What follows belongs to an exercise in optimizing a design on an open flow for small area; a production flow would make more cautious choices.
Function was checked by simulation only, so behaviour that the tests miss may differ from the original.
No activity file was given, so power comes from the tool's default toggle rates. The flow treats the clock pin as an ideal source, which a real chip does not have.

[flow/flow/run.sh]
#!/bin/bash
set -euo pipefail
export BUFFER_PORTS_ARGS="-buffer_cell sky130_fd_sc_hd__buf_1"
export CTS_ARGS="-sink_clustering_enable -repair_clock_nets -dont_use_dummy_load -buf_list sky130_fd_sc_hd__clkbuf_16 -sink_clustering_size 32 -sink_clustering_max_diameter 100"
bash standard.sh finish > make.log 2>&1
[flow/standard.sh]
#!/bin/bash
# synth_recipe.tcl (not shown) runs the flow's synth.tcl, then flattens the netlist and writes it again
# the make line also repeats each setting of config.mk as NAME=value (left out here)
make -C /OpenROAD-flow-scripts/flow DESIGN_CONFIG=/design/flow/config.mk WORK_HOME=/design/flow/orfs CLKGATE_MAP_FILE= SYNTH_SCRIPT=/design/flow/synth_recipe.tcl "${@:-finish}"
[flow/config.mk]
export PLATFORM = sky130hd
export DESIGN_NAME = window_generator_3x3
export DESIGN_NICKNAME = window_generator_3x3
export VERILOG_FILES = /design/flow/design.v
export SDC_FILE = /design/flow/constraint.sdc
export NUM_CORES = 4
export LEC_CHECK = 0
export CAP_MARGIN = 20
export CORE_MARGIN = 2
export CORE_UTILIZATION = 65
export CTS_BUF_LIST = sky130_fd_sc_hd__clkbuf_16
export CTS_CLUSTER_DIAMETER = 90
export CTS_CLUSTER_SIZE = 30
export SLEW_MARGIN = 20
export SYNTH_HIERARCHICAL = 1
[flow/constraint.sdc]
create_clock -name core_clock -period 6.0 [get_ports {clk}]
set_input_delay 1.2000 -clock core_clock [delete_from_list [all_inputs] [get_ports {clk}]]
set_output_delay 1.2000 -clock core_clock [all_outputs]
set_load 0.01 [all_outputs]
[flow/design.v]
package img_pkg;
  localparam int PIXEL_W    = 4;
  localparam int KERNEL_DIM = 3;
  localparam int WINDOW_W   = KERNEL_DIM * KERNEL_DIM * PIXEL_W;
  function automatic int slot_offset(input int k, input int pw);
    slot_offset = k * pw;
  endfunction
endpackage
module line_buffer #(
  parameter int DEPTH = 253,
  parameter int WIDTH = 4
) (
  input  logic             clk,
  input  logic             en,     
  input  logic             en_n,   
  input  logic             t,      
  input  logic [WIDTH-1:0] din,    
  output logic [WIDTH-1:0] dout    
);
  logic [WIDTH-1:0] q [DEPTH];
  always_ff @(posedge clk) begin
    q[0] <= ~(({WIDTH{en}} & (din ^ {WIDTH{t}})) | ({WIDTH{en_n}} & q[0]));
    for (int k = 1; k < DEPTH; k++) q[k] <= ~(({WIDTH{en}} & q[k-1]) | ({WIDTH{en_n}} & q[k]));
  end
  assign dout = q[DEPTH-1] ^ {WIDTH{t}};
endmodule
module window_generator_3x3 #(
  parameter int PIXEL_W    = img_pkg::PIXEL_W,
  parameter int IMG_WIDTH  = 256,
  parameter int IMG_HEIGHT = 256
) (
  input  logic                                    clk,
  input  logic                                    reset,
  input  logic [PIXEL_W-1:0]                      i_pixel,
  input  logic                                    i_pixel_valid,
  input  logic                                    i_sof,
  output logic [img_pkg::KERNEL_DIM*img_pkg::KERNEL_DIM*PIXEL_W-1:0] o_pixels,
  output logic                                    o_valid,
  output logic                                    o_frame_done
);
  localparam int KD    = img_pkg::KERNEL_DIM;
  localparam int NSLOT = KD * KD;
  localparam int CW    = $clog2(IMG_WIDTH);
  localparam int RW    = $clog2(IMG_HEIGHT);
  localparam logic [CW-1:0] COL_LAST = CW'(IMG_WIDTH - 1);
  localparam logic [RW-1:0] ROW_LAST = RW'(IMG_HEIGHT - 1);
  logic [CW-1:0]      col_cnt;
  logic [RW-1:0]      row_cnt;
  logic               tgl;
  logic [PIXEL_W-1:0] win [NSLOT];
  logic [PIXEL_W-1:0] lb_out [KD-1];
  always_ff @(posedge clk) tgl <= ~tgl;
  for (genvar i = 0; i < KD - 1; i++) begin : g_lb
    line_buffer #(.DEPTH(IMG_WIDTH - KD), .WIDTH(PIXEL_W)) u_lb (
      .clk  (clk),
      .en   (i_pixel_valid),
      .en_n (~i_pixel_valid),
      .t    (tgl),
      .din  (win[(i+1)*KD]),
      .dout (lb_out[i])
    );
  end
  always_ff @(posedge clk) win[0] <= win[1];
  always_ff @(posedge clk) begin
    if (i_pixel_valid) begin
      for (int r = 0; r < KD; r++)
        for (int c = 0; c < KD - 1; c++)
          if (r*KD + c != 0) win[r*KD + c] <= win[r*KD + c + 1];
      for (int r = 0; r < KD - 1; r++) win[r*KD + KD - 1] <= lb_out[r];
      win[NSLOT-1] <= i_pixel;
    end
  end
  logic col_ge2, row_ge2, col_last, row_last;
  always_comb begin
    col_ge2  = !i_sof && (col_cnt >= CW'(2));
    row_ge2  = !i_sof && (row_cnt >= RW'(2));
    col_last = !i_sof && (col_cnt == COL_LAST);
    row_last = !i_sof && (row_cnt == ROW_LAST);
  end
  always_ff @(posedge clk) begin
    if (!reset) begin
      col_cnt <= '0;
      row_cnt <= '0;
    end else if (i_pixel_valid) begin
      col_cnt <= i_sof ? CW'(1) : col_cnt + 1'b1;
      row_cnt <= i_sof ? '0 : row_cnt + RW'(col_last);
    end
  end
  always_ff @(posedge clk) begin
    o_valid      <= reset && i_pixel_valid && row_ge2 && col_ge2;
    o_frame_done <= reset && i_pixel_valid && row_last && col_last;
  end
  always_comb begin
    o_pixels = '0;
    for (int k = 0; k < NSLOT; k++) begin
      o_pixels[img_pkg::slot_offset(k, PIXEL_W) +: PIXEL_W] = win[k];
    end
  end
endmodule
==> results of run 1 <==
[flip-flops by register name, summed over array words and instances (netlist names)]
register,cells
o_valid,1
col_cnt,8
row_cnt,8
o_frame_done,1
tgl,1
win,36
g_lb.u_lb.q,2024
[cells by family (layout without fill, tap and decap cells)]
kind of cell,count (synthesis),count (layout),share of synthesized area (%)
flops,2079,2079,68.3
xor+xnor,22,22,0.314
fa+ha+maj,4,4,0.0815
simple gates,39,39,0.381
compound gates,2043,2043,24.9
buf+inv,463,165,6.00
[power groups by stage]
stage                     clock [W]  combinational, W  sequential, W
after detailed placement          0           0.00184         0.0174
final                       0.00595           0.00179         0.0171
after global placement            0           0.00174         0.0174
after floorplan                   0           0.00174         0.0171
after CTS                   0.00626           0.00184         0.0171
after global routing        0.00669           0.00207         0.0174
[through the flow]
stage	total power (W)	util (%)	setup slack [ps]	hold WS [ps]
2_1_floorplan	0.0188	-	3530	359
3_3_place_gp	0.0191	64.2	2380	350
3_5_place_dp	0.0192	64.2	2360	359
4_1_cts	0.0252	66.2	3090	385
5_1_grt	0.0261	66.2	2850	406
6_report	0.0248	66.2	2940	381
[layer usage]
layer	wire length, µm	share of wire, %	GRT usage (%)
met4	1610	2.0	4.14
met3	1850	2.3	2.15
met5	0	0	0
met2	35100	44	25.9
met1	41700	52	22.2
[final cells by class]
cell class / instances / area, µm²
Multi-Input combinational cell: 2108 / 15800
Clock buffer: 74 / 1850
Inverter: 7 / 33.8
Timing Repair Buffer: 84 / 716
Tap cell: 1254 / 1570
Sequential cell: 2079 / 41900
Fill cell: 7315 / 31600
[placed cells by master (no fill, tap or decap), drive strengths merged]
master	Yosys	routed
dfxtp	2047	2047
a22oi	2027	2027
buf	432	83
clkbuf	24	75
edfxtp	32	32
xor2	22	22
nor2	7	7
inv	7	7
o21ai	6	6
a21oi	6	6
nand4	6	6
nand3	5	5
nor2b	4	4
ha	4	4
or3	4	4
nor4	3	3
or4	3	3
nand2	3	3
nand4b	2	2
o31ai	2	2
a211oi	1	1
nor3	1	1
and2	1	1
a31oi	1	1
[critical path, delay by kind of cell]
family	cells	cell delay [ps]
AO/OA/AOI/OAI	1	210
buffers and inverters	3	1710
[worst paths after layout]
check	from	end	slack, ps
setup / recovery	i_pixel_valid	g_lb[0].u_lb.q[203][3]$_DFF_P_	2940
hold / removal	win[1][1]$_DFFE_PP_	win[0][1]$_DFF_P_	380
setup reg to reg	col_cnt[1]$_SDFFE_PN0P_	row_cnt[6]$_SDFFE_PN0P_	3910
hold reg to reg	win[1][1]$_DFFE_PP_	win[0][1]$_DFF_P_	380
==> impl_metrics.env, run 1 <==
export IMPL_status="no timing/DRC/antenna violations"
export IMPL_ir_worst_vdd_mv=0.305
export IMPL_synth_area_um2=61400
export IMPL_worst_setup_path_type="in2reg"
export IMPL_drtIter0Drc=2831
export IMPL_yosysTopAreaCell="dfxtp_1"
export IMPL_cts_made_buffers=74
export IMPL_gp_congestion=0.655
export IMPL_dp_cells=5532
export IMPL_endpoint_kind="flop"
export IMPL_io_buffer_count=45
export IMPL_cts_clk_slew_worst_paths_ps=110
export IMPL_wirelength_um=80300
export IMPL_timing_slew_headroom_pct=24.2
export IMPL_cpMaxStageDelayCell="buf_12"
export IMPL_synth_edf_count=32
export IMPL_clock_fmax_ghz=0.327
export IMPL_cts_buffer_depth=3
export IMPL_min_period_over_period_pct=51.0
export IMPL_worst_clock_skew_ps=35.4
export IMPL_p_switching_w=0.00559
export IMPL_tns_ps=0
export IMPL_area_delta_synth_final_pct=0.789
export IMPL_ys_seq_area_share_pct=68.3
export IMPL_p_leak_nw=24.5
export IMPL_finalMaxSlewViolations=0
export IMPL_setup_violations=0
export IMPL_fin_nets=4366
export IMPL_wl_per_cell_um=14.3
export IMPL_p_sw_share_pct=22.5
export IMPL_cap_violations=0
export IMPL_cts_resized_gates=0
export IMPL_yosysUniqueCellTypes=29
export IMPL_cp_arrival_ps=3530
export IMPL_drt_vias_per_instance=6.10
export IMPL_grt_pass1_wl_um=139000
export IMPL_power_share_sequential_pct=68.8
export IMPL_period_needed_ps=3060
export IMPL_ys_ff_latch=2079
export IMPL_core_area_um2=93500
export IMPL_ctsHoldBuffers=0
export IMPL_cp_start_kind="input port"
export IMPL_reg2regPathDepth=8
export IMPL_min_path_cells=0
export IMPL_drive_above_1_share_pct=2.73
export IMPL_overflow=0
export IMPL_ios=46
export IMPL_synth_nets=4662
export IMPL_power_frac_clock_pct=24.0
export IMPL_postRouteAntennaNets=0
export IMPL_cpMostUsedCell="buf_12"
export IMPL_async_reset_ff_share_pct=0
export IMPL_hpwl_um=41800
export IMPL_cts_setup_buffers=0
export IMPL_insertion_delay_ps=660
export IMPL_worst_pin_slew_ps=1140
export IMPL_power_density_nw_per_um2=401
export IMPL_worstPathRequired_ps=6480
export IMPL_num_rows=112
export IMPL_cts_sinks=2079
export IMPL_fin_area_um2=61900
export IMPL_fp_dieH_um=311
export IMPL_die_area_um2=97000
export IMPL_finalHoldViolCount=0
export IMPL_synth_ff_type="dfxtp_1"
export IMPL_p_comb_share_pct=7.2
export IMPL_synth_area_top_cells="dfxtp_1 67%, a22oi_1 25%, buf_6 4.0%"
export IMPL_insertedDiodeCount=0
export IMPL_cts_tree="yes"
export IMPL_synth_cells=4650
export IMPL_synth_top_area_share_pct=66.7
export IMPL_first_pass_iters=5
export IMPL_cp_max_fo=255
export IMPL_die_w_um=311
export IMPL_hold_path_class="reg2reg"
export IMPL_cpPeakStageDelay_ps=650
export IMPL_synth_most_common_cell="dfxtp_1"
export IMPL_antenna_found_initial=0
export IMPL_path_cells="clkbuf_4 -> buf_12 -> buf_12 -> a22oi_1"
export IMPL_vias=34200
export IMPL_synth_warnings=12
export IMPL_p_int_w=0.0192
export IMPL_drc_errors=0
export IMPL_postPlaceCellArea_um2=60000
export IMPL_start_util_pct=65.7
export IMPL_ys_top_cells_by_count="2,047 x dfxtp_1, 2,027 x a22oi_1, 220 x buf_6"
export IMPL_cts_root_buf="clkbuf_16"
export IMPL_grt_pass1_vias=30900
export IMPL_grt_max_degree=256
export IMPL_grt_total_usage_pct=15.8
export IMPL_cts_htree_levels=3
export IMPL_avgSynthCellArea_um2=13.2
export IMPL_rsz0062_at_grt="false"
export IMPL_instances_no_fill=5606
==> run 2, diff against run 1 <==
==> flow/flow/run.sh (replaced) <==
#!/bin/bash
set -euo pipefail
export BUFFER_PORTS_ARGS="-buffer_cell sky130_fd_sc_hd__buf_1"
export CTS_ARGS="-sink_clustering_enable -repair_clock_nets -dont_use_dummy_load -buf_list sky130_fd_sc_hd__clkbuf_16 -sink_clustering_size 36 -sink_clustering_max_diameter 110"
export MIN_CLK_ROUTING_LAYER=met1
bash standard.sh finish > make.log 2>&1
==> impl_metrics.env, run 2 <==
export IMPL_largest_registers="g_lb.u_lb.q: 2024 flops, win: 36 flops"
export IMPL_tns_ps=0
export IMPL_synth_cells=4650
export IMPL_synth_most_common_cell="dfxtp_1"
export IMPL_cts_setup_buffers=0
export IMPL_synth_fa_ha_area_share_pct=0.0815
export IMPL_cts_tree="yes"
export IMPL_core_area_um2=93500
export IMPL_cap_violations=0
export IMPL_synth_ff_type="dfxtp_1"
export IMPL_finalHoldViolCount=0
export IMPL_area_delta_synth_final_pct=0.503
export IMPL_status="no timing/DRC/antenna violations"
export IMPL_worst_pin_slew_ps=1110
export IMPL_ir_worst_vdd_mv=0.351
export IMPL_num_rows=112
export IMPL_endpoint_kind="flop"
export IMPL_yosysUniqueCellTypes=29
export IMPL_grt_pass1_wl_um=139000
export IMPL_drive_above_1_share_pct=2.58
export IMPL_grt_pass1_vias=30700
export IMPL_cts_made_buffers=67
export IMPL_synth_area_top_cells="dfxtp_1 67%, a22oi_1 25%, buf_6 4.0%"
export IMPL_cp_start_kind="input port"
export IMPL_min_period_over_period_pct=50.3
export IMPL_synth_nets=4662
export IMPL_layout_commonest_cell="dfxtp_1"
export IMPL_postRouteAntennaNets=0
export IMPL_worstPathRequired_ps=6490
export IMPL_postPlaceCellArea_um2=60000
export IMPL_timing_slew_headroom_pct=26.0
export IMPL_async_reset_ff_share_pct=0
export IMPL_grt_max_degree=256
export IMPL_ctsHoldBuffers=0
export IMPL_setup_violations=0
export IMPL_cts_root_buf="clkbuf_16"
export IMPL_clock_fmax_ghz=0.331
export IMPL_yosysTopAreaCell="dfxtp_1"
export IMPL_fin_area_um2=61700
export IMPL_overflow=0
export IMPL_synth_compound_area_share_pct=24.9
export IMPL_fillers=7339
export IMPL_area_sequential_um2=41900
export IMPL_cts_clk_slew_worst_paths_ps=120
export IMPL_finalMaxSlewViolations=0
export IMPL_power_density_nw_per_um2=398
export IMPL_start_util_pct=65.7
export IMPL_hold_path_class="reg2reg"
export IMPL_cts_sinks=2079
export IMPL_drtIter0Drc=3024
export IMPL_ys_seq_area_share_pct=68.3
export IMPL_ios=46
export IMPL_die_w_um=311
export IMPL_drt_vias_per_instance=6.10
export IMPL_avgSynthCellArea_um2=13.2
export IMPL_top_register="g_lb.u_lb.q"
export IMPL_rsz0062_at_grt="false"
export IMPL_wirelength_um=80200
export IMPL_cts_htree_levels=3
export IMPL_gp_congestion=0.655
export IMPL_synth_area_um2=61400
export IMPL_largest_reg_flops=2024
export IMPL_cts_resized_gates=0
export IMPL_synth_top_family_by_area="compound AO/OA/AOI/OAI gates"
export IMPL_p_leak_nw=24.4
export IMPL_instances_no_fill=5599
export IMPL_synth_top_area_share_pct=66.7
export IMPL_cp_max_fo=249
export IMPL_first_pass_iters=5
export IMPL_synthMuxAreaShare_pct=0
export IMPL_vias=34100
export IMPL_fin_nets=4359
export IMPL_grt_total_usage_pct=15.7
export IMPL_yosys_area_share_simple_pct=0.381
export IMPL_drc_errors=0
export IMPL_fp_dieH_um=311
export IMPL_hpwl_um=41800
export IMPL_synth_warnings=12
export IMPL_antenna_found_initial=0
export IMPL_insertion_delay_ps=680
export IMPL_worst_setup_path_type="in2reg"
export IMPL_multi_input_area_um2=15800
export IMPL_ys_top_cells_by_count="2,047 x dfxtp_1, 2,027 x a22oi_1, 220 x buf_6"
export IMPL_cp_arrival_ps=3510
export IMPL_wl_per_cell_um=14.3
export IMPL_period_needed_ps=3020
export IMPL_yosys_area_share_xor_xnor_pct=0.314
export IMPL_final_cell_mix="2,046 x dfxtp_1, 2,027 x a22oi_1, 67 x clkbuf_16"
export IMPL_insertedDiodeCount=0
export IMPL_dp_cells=5532
export IMPL_worst_clock_skew_ps=33.9
export IMPL_synth_edf_count=32
export IMPL_ys_ff_latch=2079
export IMPL_cts_buffer_depth=3
export IMPL_fin_util_pct=66.0
export IMPL_io_buffer_count=45
export IMPL_die_area_um2=97000
-- run 2: changes by cell type in the layout (fill, tap and decap cells not counted) --
cell and change:
clkbuf_16 -7
-- run 2: routing by layer --
| metal | GRT usage [%] | wire length (µm) | share of wire, % | vias up |
|---|---|---|---|---|
| li1 | - | - | - | 17200 |
| met1 | 23.4 | 42700 | 53 | 16800 |
| met2 | 27.7 | 36600 | 46 | 152 |
| met3 | 0.0466 | 847 | 1.1 | 2 |
| met4 | 0.0549 | 29 | 0.036 | 0 |
| met5 | 0 | 0 | 0 | - |
-- run 2: logic make-up (layout without fill, tap and decap cells) --
kind of cell,count (synthesis),count (layout)
adders and majority gates,4,4
DFF,2079,2079
and+or+nand+nor,39,39
xor gates and xnor gates,22,22
AOI/OAI and AO/OA,2043,2043
buffers and inverters,463,158
-- run 2: path summary, 6_finish.rpt --
kind                                    to  cells after the start  slack (ps)                     from
max          g_lb[0].u_lb.q[69][3]$_DFF_P_                      4        2980            i_pixel_valid
min                      win[0][2]$_DFF_P_                      0         380      win[1][2]$_DFFE_PP_
max reg2reg        row_cnt[6]$_SDFFE_PN0P_                      8        3930  col_cnt[1]$_SDFFE_PN0P_
min reg2reg              win[0][2]$_DFF_P_                      0         380      win[1][2]$_DFFE_PP_
-- run 2: report_power, final --
| part | internal, W | switching [W] |
|---|---|---|
| Sequential | 0.0160 | 0.00109 |
| Clock | 0.00205 | 0.00365 |
| Combinational | 0.000999 | 0.000796 |
-- run 2: stage by stage --
stage | power, W | hold slack, ps | setup slack, ps
detailed placement | 0.0192 | 359 | 2360
finish | 0.0246 | 382 | 2980
floorplan | 0.0188 | 359 | 3530
CTS | 0.0250 | 388 | 3110
global route | 0.0258 | 409 | 2850
global placement | 0.0191 | 350 | 2380
-- run 2: cell type report --
| class | count | area share [%] |
|---|---|---|
| flip-flops and latches | 2079 | 68.0 |
| inverters | 7 | 0.0547 |
| well taps | 1254 | 2.54 |
| repair buffers | 84 | 1.16 |
| multi-input cells | 2108 | 25.6 |
| clock buffers | 67 | 2.72 |
-- run 2: critical path, cell delays in order --
cell and delay (ps):
clkbuf_4 560, buf_4 570, buf_12 640, a22oi_1 200
==> run 3, diff against run 2 <==
==> flow/flow/run.sh (replaced) <==
#!/bin/bash
set -euo pipefail
export BUFFER_PORTS_ARGS="-buffer_cell sky130_fd_sc_hd__buf_1"
export CTS_ARGS="-sink_clustering_enable -repair_clock_nets -dont_use_dummy_load -buf_list sky130_fd_sc_hd__clkbuf_16 -sink_clustering_size 34 -sink_clustering_max_diameter 100"
bash standard.sh finish > make.log 2>&1
--- a/flow/config.mk
+++ b/flow/config.mk
@@ -9,6 +9,7 @@
 export CORE_MARGIN = 2
-export CORE_UTILIZATION = 65
+export CORE_UTILIZATION = 75
 export CTS_BUF_LIST = sky130_fd_sc_hd__clkbuf_16
-export CTS_CLUSTER_DIAMETER = 90
-export CTS_CLUSTER_SIZE = 30
+export CTS_CLUSTER_DIAMETER = 100
+export CTS_CLUSTER_SIZE = 34
+export PLACE_DENSITY = 0.85
 export SLEW_MARGIN = 20
==> impl_metrics.env, run 3 <==
export IMPL_status="no timing/DRC/antenna violations"
export IMPL_cap_violations=0
export IMPL_final_cell_mix="2,046 x dfxtp_1, 2,027 x a22oi_1, 71 x clkbuf_16"
export IMPL_wl_per_cell_um=15.8
export IMPL_largest_reg_flops=2024
export IMPL_synth_nets=4662
export IMPL_ios=46
export IMPL_ys_ff_latch=2079
export IMPL_cts_resized_gates=0
export IMPL_power_density_nw_per_um2=403
export IMPL_largest_registers="g_lb.u_lb.q: 2024 flops, win: 36 flops"
export IMPL_io_buffer_count=45
export IMPL_synthMuxAreaShare_pct=0
export IMPL_synth_compound_area_share_pct=24.9
export IMPL_first_pass_iters=6
export IMPL_cts_sinks=2079
export IMPL_dp_cells=5338
export IMPL_insertion_delay_ps=640
export IMPL_drive_above_1_share_pct=2.67
export IMPL_synth_edf_count=32
export IMPL_cts_tree="yes"
export IMPL_cts_buffer_depth=3
export IMPL_fp_dieH_um=290
export IMPL_clock_fmax_ghz=0.325
export IMPL_avgSynthCellArea_um2=13.2
export IMPL_grt_max_degree=272
export IMPL_ctsHoldBuffers=0
export IMPL_async_reset_ff_share_pct=0
export IMPL_cts_root_buf="clkbuf_16"
export IMPL_ys_seq_area_share_pct=68.3
export IMPL_top_register="g_lb.u_lb.q"
export IMPL_grt_busiest_layer="met2"
export IMPL_start_util_pct=76.0
export IMPL_grt_pass1_vias=32500
export IMPL_worst_pin_slew_ps=1230
export IMPL_worst_setup_path_type="in2reg"
export IMPL_drtIter0Drc=3012
export IMPL_vias=34700
export IMPL_cp_arrival_ps=3550
export IMPL_cp_max_fo=258
export IMPL_min_path_cells=0
export IMPL_synth_ff_type="dfxtp_1"
export IMPL_fin_nets=4363
export IMPL_setup_violations=0
export IMPL_cp_start_kind="input port"
export IMPL_grt_total_usage_pct=19.4
export IMPL_multi_input_area_um2=15800
export IMPL_ir_worst_vdd_mv=0.339
export IMPL_hold_path_class="reg2reg"
export IMPL_cts_made_buffers=71
export IMPL_area_sequential_um2=41900
export IMPL_yosys_area_share_xor_xnor_pct=0.314
export IMPL_synth_area_top_cells="dfxtp_1 67%, a22oi_1 25%, buf_6 4.0%"
export IMPL_layout_commonest_cell="dfxtp_1"
export IMPL_p_leak_nw=24.5
export IMPL_synth_fa_ha_area_share_pct=0.0815
export IMPL_rsz0062_at_grt="false"
export IMPL_worst_clock_skew_ps=37.6
export IMPL_overflow=0
export IMPL_synth_top_family_by_area="compound AO/OA/AOI/OAI gates"
export IMPL_synth_warnings=12
export IMPL_cts_clk_slew_worst_paths_ps=110
export IMPL_grt_pass1_wl_um=146000
export IMPL_gp_congestion=0.709
export IMPL_yosys_area_share_simple_pct=0.381
export IMPL_drt_vias_per_instance=6.41
export IMPL_insertedDiodeCount=0
export IMPL_met2_usage_pct=34.1
export IMPL_cts_setup_buffers=0
export IMPL_timing_slew_headroom_pct=17.9
export IMPL_antenna_found_initial=0
export IMPL_yosysTopAreaCell="dfxtp_1"
export IMPL_drc_errors=0
export IMPL_area_delta_synth_final_pct=0.230
export IMPL_fin_util_pct=76.2
export IMPL_cts_htree_levels=3
export IMPL_synth_most_common_cell="dfxtp_1"
export IMPL_finalHoldViolCount=0
export IMPL_num_rows=104
export IMPL_synth_area_um2=61400
export IMPL_synth_top_area_share_pct=66.7
export IMPL_postRouteAntennaNets=0
export IMPL_yosysUniqueCellTypes=29
export IMPL_worstPathRequired_ps=6470
export IMPL_synth_cells=4650
export IMPL_min_period_over_period_pct=51.4
export IMPL_use_met3_pct=2.32
export IMPL_ys_top_cells_by_count="2,047 x dfxtp_1, 2,027 x a22oi_1, 220 x buf_6"
export IMPL_endpoint_kind="flop"
export IMPL_hpwl_um=47000
export IMPL_fillers=5051
export IMPL_finalMaxSlewViolations=0
export IMPL_reg2regPathDepth=8
export IMPL_gr_usage_met1_pct=25.8
export IMPL_period_needed_ps=3080
export IMPL_die_w_um=290
export IMPL_instances_no_fill=5409
export IMPL_die_area_um2=84200
export IMPL_tns_ps=0
export IMPL_core_area_um2=80800
export IMPL_wirelength_um=85500
[run 3: changes by cell type in the layout (fill, tap and decap cells not counted)]
cell | previous run | this run
buf_4 | 19 | 21
clkbuf_16 | 67 | 71
buf_12 | 20 | 18
[run 3: critical path, cell delays in order]
cell and delay, ps:
clkbuf_4 530, buf_12 530, buf_12 650, a22oi_1 250
[run 3: per-stage QoR]
step	total power (W)	setup WS, ps	instance area, µm²	hold slack [ps]
2_1_floorplan	0.0188	3530	61400	359
3_3_place_gp	0.0191	2340	59800	354
3_5_place_dp	0.0193	2280	59800	365
4_1_cts	0.0250	2990	61600	392
5_1_grt	0.0260	2740	61600	408
6_report	0.0248	2920	61600	387
[run 3: layer usage]
metal,wire length (µm),vias to the layer above
met5,0,-
met4,1160,0
met3,2090,76
met2,41400,261
met1,40800,17100
li1,-,17200
[run 3: area by class of cell]
class                      count  share of cell area, %
sequential                  2079                   68.1
multi-input combinational   2108                   25.6
inverter                       7                 0.0549
clock buffer                  71                   2.89
tap                         1060                   2.15
timing repair buffer          84                   1.12
[run 3: report_power, final]
group	total [W]	leakage, nW	internal (W)	switching, W
logic	0.00183	6.03	0.000998	0.000835
registers	0.0172	17.6	0.0160	0.00116
clock network	0.00579	0.875	0.00216	0.00363
[run 3: worst paths after layout]
| check | startpoint | endpoint | slack, ps |
|---|---|---|---|
| max reg2reg | col_cnt[1]$_SDFFE_PN0P_ | row_cnt[6]$_SDFFE_PN0P_ | 3970 |
| min reg2reg | win[1][1]$_DFFE_PP_ | win[0][1]$_DFF_P_ | 390 |
| max | i_pixel_valid | g_lb[0].u_lb.q[210][3]$_DFF_P_ | 2920 |
| min | win[1][1]$_DFFE_PP_ | win[0][1]$_DFF_P_ | 390 |
[run 3: logic make-up after synthesis]
| kind of cell | Yosys count |
|---|---|
| compound gates | 2043 |
| xor+xnor | 22 |
| fa+ha+maj | 4 |
| buf+inv | 463 |
| flops | 2079 |
| simple gates | 39 |
==> run 4, diff against run 3 <==
--- a/flow/design.v
+++ b/flow/design.v
@@ -51,3 +51,3 @@
   logic [PIXEL_W-1:0] lb_out [KD-1];
-  always_ff @(posedge clk) tgl <= ~tgl;
+  always_ff @(posedge clk) tgl <= reset && !tgl;
   for (genvar i = 0; i < KD - 1; i++) begin : g_lb
==> impl_metrics.env, run 4 <==
export IMPL_p_comb_share_pct=7.4
export IMPL_power_density_nw_per_um2=404
export IMPL_finalMaxSlewViolations=0
export IMPL_cts_htree_levels=3
export IMPL_ctsHoldBuffers=0
export IMPL_ys_top_cells_by_count="2,047 x dfxtp_1, 2,027 x a22oi_1, 220 x buf_6"
export IMPL_synth_ff_type="dfxtp_1"
export IMPL_num_rows=104
export IMPL_area_delta_synth_final_pct=0.249
export IMPL_antenna_found_initial=0
export IMPL_reg2reg_slack_ps=3990
export IMPL_cts_resized_gates=0
export IMPL_wl_per_cell_um=16.0
export IMPL_synth_cells=4650
export IMPL_fp_dieH_um=290
export IMPL_whs_endpoint="g_lb[0].u_lb.q[192][0]$_DFF_P_"
export IMPL_first_pass_iters=7
export IMPL_vias=34500
export IMPL_p_sw_share_pct=22.9
export IMPL_drc_errors=0
export IMPL_r2r_end="row_cnt[6]$_SDFFE_PN0P_"
export IMPL_synth_top_area_share_pct=66.7
export IMPL_worst_pin_slew_ps=1110
export IMPL_p_switching_w=0.00569
export IMPL_largest_reg_flops=2024
export IMPL_worst_clock_skew_ps=48.3
export IMPL_cts_root_buf="clkbuf_16"
export IMPL_cts_setup_buffers=0
export IMPL_grt_pass1_vias=32600
export IMPL_grt_pass1_wl_um=147000
export IMPL_die_area_um2=84200
export IMPL_cts_tree="yes"
export IMPL_worstReg2RegStart="col_cnt[1]$_SDFFE_PN0P_"
export IMPL_avgSynthCellArea_um2=13.2
export IMPL_async_reset_ff_share_pct=0
export IMPL_cp_start_kind="input port"
export IMPL_timing_slew_headroom_pct=26.0
export IMPL_yosysUniqueCellTypes=29
export IMPL_fin_nets=4358
export IMPL_core_area_um2=80800
export IMPL_status="no timing/DRC/antenna violations"
export IMPL_io_buffer_count=45
export IMPL_worstPathRequired_ps=6410
export IMPL_ys_seq_area_share_pct=68.3
export IMPL_fin_area_um2=61600
export IMPL_postRouteAntennaNets=0
export IMPL_final_cell_mix="2,047 x dfxtp_1, 2,027 x a22oi_1, 71 x clkbuf_16"
export IMPL_hold_ws_ps=376
export IMPL_cts_made_buffers=71
export IMPL_min_path_cells=1
export IMPL_tns_ps=0
export IMPL_worst_setup_path_type="in2reg"
export IMPL_grt_max_degree=254
export IMPL_drive_above_1_share_pct=2.53
export IMPL_reg2regPathDepth=8
export IMPL_cp_max_fo=236
export IMPL_top_register="g_lb.u_lb.q"
export IMPL_wirelength_um=86700
export IMPL_ys_ff_latch=2079
export IMPL_fillers=5090
export IMPL_setup_violations=0
export IMPL_hold_start="g_lb[0].u_lb.q[191][0]$_DFF_P_"
export IMPL_clock_fmax_ghz=0.338
export IMPL_insertion_delay_ps=630
export IMPL_cts_sinks=2079
export IMPL_finalHoldViolCount=0
export IMPL_grt_total_usage_pct=19.7
export IMPL_postPlaceCellArea_um2=59800
export IMPL_cts_buffer_depth=3
export IMPL_min_period_over_period_pct=49.4
export IMPL_synth_most_common_cell="dfxtp_1"
export IMPL_cts_clk_slew_worst_paths_ps=110
export IMPL_die_w_um=290
export IMPL_yosysTopAreaCell="dfxtp_1"
export IMPL_drt_vias_per_instance=6.39
export IMPL_p_leak_nw=24.5
export IMPL_rsz0062_at_grt="false"
export IMPL_hold_path_class="reg2reg"
export IMPL_layout_commonest_cell="dfxtp_1"
export IMPL_start_util_pct=76.0
export IMPL_p_int_w=0.0192
export IMPL_synth_area_top_cells="dfxtp_1 67%, a22oi_1 25%, buf_6 4.0%"
export IMPL_synth_warnings=12
export IMPL_synth_area_um2=61400
export IMPL_cp_arrival_ps=3380
export IMPL_largest_registers="g_lb.u_lb.q: 2024 flops, win: 36 flops"
export IMPL_cap_violations=0
export IMPL_gp_congestion=0.703
export IMPL_power_frac_clock_pct=23.4
export IMPL_endpoint_kind="flop"
export IMPL_synth_edf_count=32
export IMPL_drtIter0Drc=2934
export IMPL_power_share_sequential_pct=69.1
export IMPL_insertedDiodeCount=0
export IMPL_hpwl_um=47600
export IMPL_ir_worst_vdd_mv=0.312
export IMPL_synth_nets=4662
export IMPL_overflow=0
export IMPL_ios=46
export IMPL_period_needed_ps=2960
run 4: power groups by stage:
stage	logic, W	clock network, W	registers, W
3_3_place_gp	0.00174	0	0.0174
4_1_cts	0.00189	0.00601	0.0172
3_5_place_dp	0.00188	0	0.0175
2_1_floorplan	0.00175	0	0.0171
6_report	0.00185	0.00583	0.0172
5_1_grt	0.00212	0.00648	0.0174
run 4: area by class of cell:
| class | count | area (µm²) | share of cell area, % |
|---|---|---|---|
| repair buffers | 79 | 703 | 1.14 |
| flip-flops and latches | 2079 | 41900 | 68.1 |
| inverters | 6 | 30.0 | 0.0488 |
| multi-input cells | 2109 | 15800 | 25.6 |
| clock buffers | 71 | 1780 | 2.89 |
| well taps | 1060 | 1330 | 2.15 |
run 4: worst max-delay path by stage:
stage	startpoint	to	slack, ps	depth (start not counted)
after floorplan	i_sof	row_cnt[6]$_SDFFE_PN0P_	3530	7
after global placement	i_pixel_valid	g_lb[0].u_lb.q[22][3]$_DFF_P_	2500	4
after detailed placement	i_pixel_valid	g_lb[0].u_lb.q[30][3]$_DFF_P_	2470	4
after CTS	i_pixel_valid	g_lb[0].u_lb.q[222][0]$_DFF_P_	3140	4
after global routing	i_pixel_valid	g_lb[0].u_lb.q[222][0]$_DFF_P_	2880	4
final	i_pixel_valid	g_lb[0].u_lb.q[222][0]$_DFF_P_	3040	4
run 4: critical path, cell delays in order:
cell,delay (ps)
clkbuf_4,590
buf_4,540
buf_12,640
a22oi_1,160
run 4: logic make-up after synthesis:
family,count (synthesis),share of synthesized area [%]
buf+inv,462,6.00
xor+xnor,22,0.314
simple gates,40,0.391
flops,2079,68.3
fa+ha+maj,4,0.0815
compound gates,2043,24.9
run 4: metrics by stage:
stage	util (%)	power [W]	setup slack [ps]	instances
after global routing	76.2	0.0260	2880	5404
after global placement	74.0	0.0191	2500	5333
final	76.2	0.0249	3040	5404
after floorplan	-	0.0189	3530	4650
after CTS	76.2	0.0251	3140	5404
after detailed placement	74.0	0.0193	2470	5333
run 4: layer usage:
metal  track usage (%)  part of all wire (%)
met1              26.1                    48
met2              34.6                    48
met3              2.41                   2.6
met4              4.34                   1.4
met5                 0                     0
==> run 5, diff against run 4 <==
==> flow/flow/run.sh (replaced) <==
#!/bin/bash
set -euo pipefail
export BUFFER_PORTS_ARGS="-buffer_cell sky130_fd_sc_hd__buf_1"
export CTS_ARGS="-sink_clustering_enable -repair_clock_nets -dont_use_dummy_load -buf_list sky130_fd_sc_hd__clkbuf_16 -sink_clustering_size 33 -sink_clustering_max_diameter 100"
bash standard.sh finish > make.log 2>&1
--- a/flow/config.mk
+++ b/flow/config.mk
@@ -9,7 +9,4 @@
 export CORE_MARGIN = 2
-export CORE_UTILIZATION = 75
-export CTS_BUF_LIST = sky130_fd_sc_hd__clkbuf_16
-export CTS_CLUSTER_DIAMETER = 100
-export CTS_CLUSTER_SIZE = 34
-export PLACE_DENSITY = 0.85
+export CORE_UTILIZATION = 85
+export PLACE_DENSITY = 0.92
 export SLEW_MARGIN = 20
==> impl_metrics.env, run 5 <==
export IMPL_avgSynthCellArea_um2=13.2
export IMPL_core_area_um2=71500
export IMPL_clock_fmax_ghz=0.338
export IMPL_synth_cells=4650
export IMPL_fp_dieH_um=273
export IMPL_worst_pin_slew_ps=1100
export IMPL_start_util_pct=85.9
export IMPL_fillers=3266
export IMPL_synth_edf_count=32
export IMPL_cts_tree="yes"
export IMPL_postRouteAntennaNets=0
export IMPL_drive_above_1_share_pct=2.58
export IMPL_area_sequential_um2=41900
export IMPL_cap_violations=0
export IMPL_ys_ff_latch=2079
export IMPL_ys_top_cells_by_count="2,047 x dfxtp_1, 2,027 x a22oi_1, 220 x buf_6"
export IMPL_ios=46
export IMPL_antenna_found_initial=1
export IMPL_timing_slew_headroom_pct=26.9
export IMPL_endpoint_kind="flop"
export IMPL_fin_nets=4360
export IMPL_cpPeakStageDelay_ps=730
export IMPL_yosysUniqueCellTypes=29
export IMPL_area_delta_synth_final_pct=0.114
export IMPL_synth_ff_type="dfxtp_1"
export IMPL_tns_ps=0
export IMPL_dp_slack_ps=2560
export IMPL_synth_warnings=12
export IMPL_synth_most_common_cell="dfxtp_1"
export IMPL_cts_sinks=2079
export IMPL_cts_made_buffers=72
export IMPL_drc_errors=0
export IMPL_worst_clock_skew_ps=24.0
export IMPL_synth_nets=4662
export IMPL_reg2reg_slack_ps=3790
export IMPL_largest_reg_flops=2024
export IMPL_cp_arrival_ps=3430
export IMPL_cts_root_buf="clkbuf_16"
export IMPL_hold_start="win[1][1]$_DFFE_PP_"
export IMPL_r2r_end="row_cnt[6]$_SDFFE_PN0P_"
export IMPL_min_path_cells=0
export IMPL_cts_clk_slew_worst_paths_ps=110
export IMPL_yosysTopAreaCell="dfxtp_1"
export IMPL_synth_top_area_share_pct=66.7
export IMPL_worstReg2RegStart="col_cnt[0]$_SDFFE_PN0P_"
export IMPL_synth_area_um2=61400
export IMPL_critPathBufInv=3
export IMPL_reg2regPathDepth=8
export IMPL_cts_buffer_depth=3
export IMPL_cp_start_kind="input port"
export IMPL_insertion_delay_ps=660
export IMPL_drtIter0Drc=3856
export IMPL_critPathTopFamily="buffers and inverters"
export IMPL_synth_area_top_cells="dfxtp_1 67%, a22oi_1 25%, buf_6 4.0%"
export IMPL_whs_endpoint="win[0][1]$_DFF_P_"
export IMPL_p_leak_nw=24.5
export IMPL_die_area_um2=74400
export IMPL_power_density_nw_per_um2=411
export IMPL_cts_htree_levels=3
export IMPL_rsz0062_at_grt="false"
export IMPL_setup_violations=0
export IMPL_period_needed_ps=2960
export IMPL_min_period_over_period_pct=49.3
export IMPL_hpwl_um=52600
export IMPL_hold_path_class="reg2reg"
export IMPL_drt_vias_per_instance=6.83
export IMPL_ir_worst_vdd_mv=0.319
export IMPL_io_buffer_count=45
export IMPL_cp_max_fo=262
export IMPL_gp_congestion=0.701
export IMPL_wl_per_cell_um=20.1
export IMPL_vias=36200
export IMPL_largest_registers="g_lb.u_lb.q: 2024 flops, win: 36 flops"
export IMPL_setup_ws_ps=3040
export IMPL_overflow=0
export IMPL_ctsHoldBuffers=0
export IMPL_path_cells="clkbuf_4 -> buf_4 -> buf_12 -> a22oi_1"
export IMPL_top_register="g_lb.u_lb.q"
export IMPL_cts_resized_gates=0
export IMPL_num_rows=98
export IMPL_async_reset_ff_share_pct=0
export IMPL_status="no timing/DRC/antenna violations"
export IMPL_grt_pass1_wl_um=173000
export IMPL_grt_max_degree=282
export IMPL_cpMaxStageDelayCell="buf_12"
export IMPL_worstPathRequired_ps=6470
export IMPL_worst_setup_path_type="in2reg"
export IMPL_die_w_um=273
export IMPL_wirelength_um=106000
export IMPL_layout_commonest_cell="dfxtp_1"
export IMPL_final_cell_mix="2,047 x dfxtp_1, 2,027 x a22oi_1, 72 x clkbuf_16"
export IMPL_finalHoldViolCount=0
export IMPL_cts_setup_buffers=0
export IMPL_grt_pass1_vias=34700
export IMPL_grt_total_usage_pct=27.5
export IMPL_finalMaxSlewViolations=0
export IMPL_multi_input_area_um2=15800
export IMPL_first_pass_iters=6
export IMPL_ys_seq_area_share_pct=68.3
## run 5: cell counts after synthesis
Identical to the previous run, type by type.
## run 5: layer usage
| layer | vias up | track usage (%) | wire length [µm] |
|---|---|---|---|
| li1 | 17200 | - | - |
| met1 | 17900 | 36.6 | 45100 |
| met2 | 854 | 47.5 | 54900 |
| met3 | 179 | 3.32 | 4070 |
| met4 | 0 | 8.52 | 2320 |
| met5 | - | 0 | 0 |
## run 5: per-stage QoR
step	instance area (µm²)	hold slack [ps]	utilization, %	cells	power (W)
floorplan	61400	403	-	4650	0.0189
global placement	59700	350	83.4	5223	0.0191
detailed placement	59700	352	83.4	5223	0.0194
CTS	61500	378	86.0	5295	0.0253
global route	61500	393	86.0	5297	0.0263
finish	61500	377	86.0	5297	0.0253
## run 5: worst max path at each step
stage | slack (ps) | cells past startpoint | start | end
final | 3040 | 4 | i_pixel_valid | g_lb[1].u_lb.q[19][3]$_DFF_P_
after global routing | 2980 | 4 | i_pixel_valid | g_lb[1].u_lb.q[19][3]$_DFF_P_
after CTS | 3200 | 4 | i_pixel_valid | g_lb[1].u_lb.q[19][3]$_DFF_P_
after detailed placement | 2560 | 4 | i_pixel_valid | g_lb[0].u_lb.q[8][1]$_DFF_P_
after global placement | 2640 | 3 | i_pixel_valid | win[6][1]$_DFFE_PP_
after floorplan | 3530 | 7 | i_sof | row_cnt[6]$_SDFFE_PN0P_
## run 5: cell type report
type / instances / area share [%]
Antenna cell: 1 / 0.00407
Timing Repair Buffer: 80 / 1.19
Inverter: 6 / 0.0488
Sequential cell: 2079 / 68.2
Tap cell: 950 / 1.93
Multi-Input combinational cell: 2109 / 25.7
Clock buffer: 72 / 2.93
## run 5: where the power goes
part / internal, W / switching (W) / leakage [nW] / total (W)
logic: 0.00101 / 0.000959 / 6.01 / 0.00197
registers: 0.0160 / 0.00134 / 17.6 / 0.0173
clock network: 0.00219 / 0.00376 / 0.887 / 0.00595
## run 5: cells by family after synthesis
family	Yosys count	share of synthesized area (%)
fa+ha+maj	4	0.0815
compound gates	2043	24.9
xor+xnor	22	0.314
flops	2079	68.3
simple gates	40	0.391
buf+inv	462	6.00

-- what the ideal ports hide --
No port has a modelled driver above. Below, the same layouts with a new extraction and two added sets of constraints.
Step 1 (the two cells are an assumption about what drives the block):
set clk [get_ports {clk}]
set_driving_cell -lib_cell sky130_fd_sc_hd__clkbuf_16 $clk
set_driving_cell -lib_cell sky130_fd_sc_hd__buf_2 [delete_from_list [all_inputs] $clk]
Step 2 adds t to the input delays and takes it off the output delays; t is the mean of the earliest and latest rising clock arrival at the registers after step 1. Input paths then give back, and output paths get back, about the clock's delay inside the block.
Slacks: no drivers / after step 1 / after step 2; pairs: no drivers / after step 1.
run	t, ns	slack for setup (ns)	slew at the worst register clock pin (ns)
run 1	0.703	2.942 / 2.980 / 2.277	0.11 / 0.11
run 2	0.717	2.980 / 3.015 / 2.298	0.12 / 0.12
run 3	0.692	2.919 / 2.927 / 2.236	0.12 / 0.12
run 4	0.675	3.038 / 3.076 / 2.400	0.12 / 0.12
run 5	0.717	3.044 / 3.076 / 2.359	0.12 / 0.12
After both steps setup and hold are still met in every run listed. For run 5, which loses most, drivers alone change the setup slack by +0.032 ns; drivers and shift together by -0.685 ns.
